Source: an optimization exercise on an open RTL-to-GDS flow (aim: small area, a short achievable clock period and few clock cycles). Production flows keep margins and buffers that such runs may drop.
Function was checked by simulation only, so behaviour that the tests miss may differ from the original.
The clock port is modelled as an ideal driver; clocking choices that lean on that would not hold on a real chip.
Power is estimated from default activity; no workload was simulated.

==> flow/design.v (excerpt) <==
module source_tokenizer_unit (
    input  logic        i_clk,
    input  logic        i_rst_n,
    input  logic        i_in_valid,
    input  logic [7:0]  i_src_byte,
    input  logic        i_end_of_input,
    output logic        o_in_stall,
    output logic        o_out_valid,
    output logic        o_result_kind,
    output logic [6:0]  o_token_kind,
    output logic [63:0] o_token_value,
    output logic [19:0] o_start_line,
    output logic [15:0] o_start_column,
    output logic        o_unterminated,
    output logic        o_last_of_run,
    input  logic        i_out_stall
);
export LEC_CHECK = 0
export CAP_MARGIN = 20
export CORE_MARGIN = 2
export CORE_UTILIZATION = 40
export SLEW_MARGIN = 20
create_clock -name core_clock -period 12.0 [get_ports {i_clk}]
standard.sh (not shown) runs the stock make flow with config.mk's settings and CLKGATE_MAP_FILE= SYNTH_SCRIPT=/design/flow/synth_recipe.tcl, a recipe that flattens the netlist after the stock synthesis.
==> flow/flow/run.sh <==
#!/bin/bash
set -euo pipefail
HERE=$(pwd)
RES=$HERE/orfs/results/$FLOW_PLATFORM/source_tokenizer_unit/base
OPT=$HERE/opt
mkdir -p "$OPT"

# $1: stage (3_place or 4_cts); $2: latency allowance added to the period
rounds() {
  local stage=$1 lat=$2
  cp "$RES/$stage.odb" "$OPT/${stage}_0.odb"
  STAGE=$stage RES="$RES" IN="$OPT/${stage}_0.odb" OUT="$OPT/${stage}_0.odb" STEP=0 \
    openroad -no_splash -exit "$HERE/flow/opt_round.tcl" > "$HERE/log_${stage}_round0.txt" 2>&1
  local best=0 bestq
  bestq=$(awk -v l="$lat" '{ printf "%.6f", $1 * (12 - $2 + l) }' "$OPT/${stage}_0.odb.m")
  local i prev q
  for i in $(seq 1 12); do
    prev=$((i - 1))
    STAGE=$stage RES="$RES" IN="$OPT/${stage}_$prev.odb" OUT="$OPT/${stage}_$i.odb" STEP=0.2 \
      openroad -no_splash -exit "$HERE/flow/opt_round.tcl" > "$HERE/log_${stage}_round$i.txt" 2>&1
    q=$(awk -v l="$lat" '{ printf "%.6f", $1 * (12 - $2 + l) }' "$OPT/${stage}_$i.odb.m")
    echo "$stage round $i: $(cat "$OPT/${stage}_$i.odb.m") proxy $q (best $bestq)" >> "$HERE/log_rounds.txt"
    if awk -v a="$q" -v b="$bestq" 'BEGIN { exit !(a < b * 0.998) }'; then
      best=$i; bestq=$q
    else
      break
    fi
  done
  echo "$stage: keeping round $best" >> "$HERE/log_rounds.txt"
  cp "$OPT/${stage}_$best.odb" "$RES/$stage.odb"
  cp "$OPT/${stage}_$best.odb.m" "$OPT/${stage}_kept.m"
}

bash standard.sh synth floorplan place > "$HERE/log_std_place.txt" 2>&1
rounds 3_place 0.35
bash standard.sh cts > "$HERE/log_std_cts.txt" 2>&1
rounds 4_cts 0
GRT_MARGIN=$(awk '{ printf "%.3f", $2 - 0.1 }' "$OPT/4_cts_kept.m")
echo "global route repair margin: $GRT_MARGIN" >> "$HERE/log_rounds.txt"
SETUP_SLACK_MARGIN=$GRT_MARGIN SKIP_GATE_CLONING=1 bash standard.sh > "$HERE/log_std_finish.txt" 2>&1
Other scripts of this flow, unchanged in this note and not shown: flow/flow/opt_round.tcl
The baseline ran to the end with no violations.
Testbench counts at the start, summed over its fixed seeds: cycles 24,942.
Rerun with:
--- a/flow/flow/run.sh
+++ b/flow/flow/run.sh
@@ -30,3 +30,2 @@
   cp "$OPT/${stage}_$best.odb" "$RES/$stage.odb"
-  cp "$OPT/${stage}_$best.odb.m" "$OPT/${stage}_kept.m"
 }
@@ -37,4 +36,2 @@
 rounds 4_cts 0
-GRT_MARGIN=$(awk '{ printf "%.3f", $2 - 0.1 }' "$OPT/4_cts_kept.m")
-echo "global route repair margin: $GRT_MARGIN" >> "$HERE/log_rounds.txt"
-SETUP_SLACK_MARGIN=$GRT_MARGIN SKIP_GATE_CLONING=1 bash standard.sh > "$HERE/log_std_finish.txt" 2>&1
+bash standard.sh > "$HERE/log_std_finish.txt" 2>&1
- CORE_UTILIZATION: 40 -> 60
- PLACE_DENSITY: not set -> 0.75
What happened: Sequential share of layout area climbs by 0.75 points; combinational power barely changes; via count climbs by a few percent; total power drops by a few percent; synthesized cell count stays the same; setup slack gets worse by 0.20 ns; critical path depth drops by 2; maximum frequency drops by a few percent; die area drops by a quarter to a third; cell count drops by a little under a tenth; clock power drops by roughly a tenth.

[static timing again, ports no longer ideal]
Ports are ideal in the flow. The routed layouts listed here were re-timed in OpenROAD. Step 1: set_driving_cell puts a clkbuf_16 on i_clk and a buf_2 on each other input, an assumption about the parent block. Step 2 adds t to the input delays and takes it off the output delays; t is the mean of the earliest and latest rising clock arrival at the registers after step 1. Input paths then give back, and output paths get back, about the clock's delay inside the block. a / b / c = ideal ports / drivers / drivers and shift; a / b = the first two.
| run | t (ns) | setup slack, ns | hold WS [ns] | worst setup path after step 2 | pins driven straight from the clock port |
|---|---|---|---|---|---|
| the first run | 0.621 | 7.864 / 7.864 / 7.863 | 0.475 / 0.475 / 0.475 | input to register | 1 |
| the second run | 0.607 | 7.666 / 7.666 / 7.666 | 0.470 / 0.470 / 0.470 | register to register | 1 |
After both steps setup and hold are still met in every run listed. For the first run, which loses most, drivers alone change the setup slack by 0.000 ns; drivers and shift together by -0.001 ns.
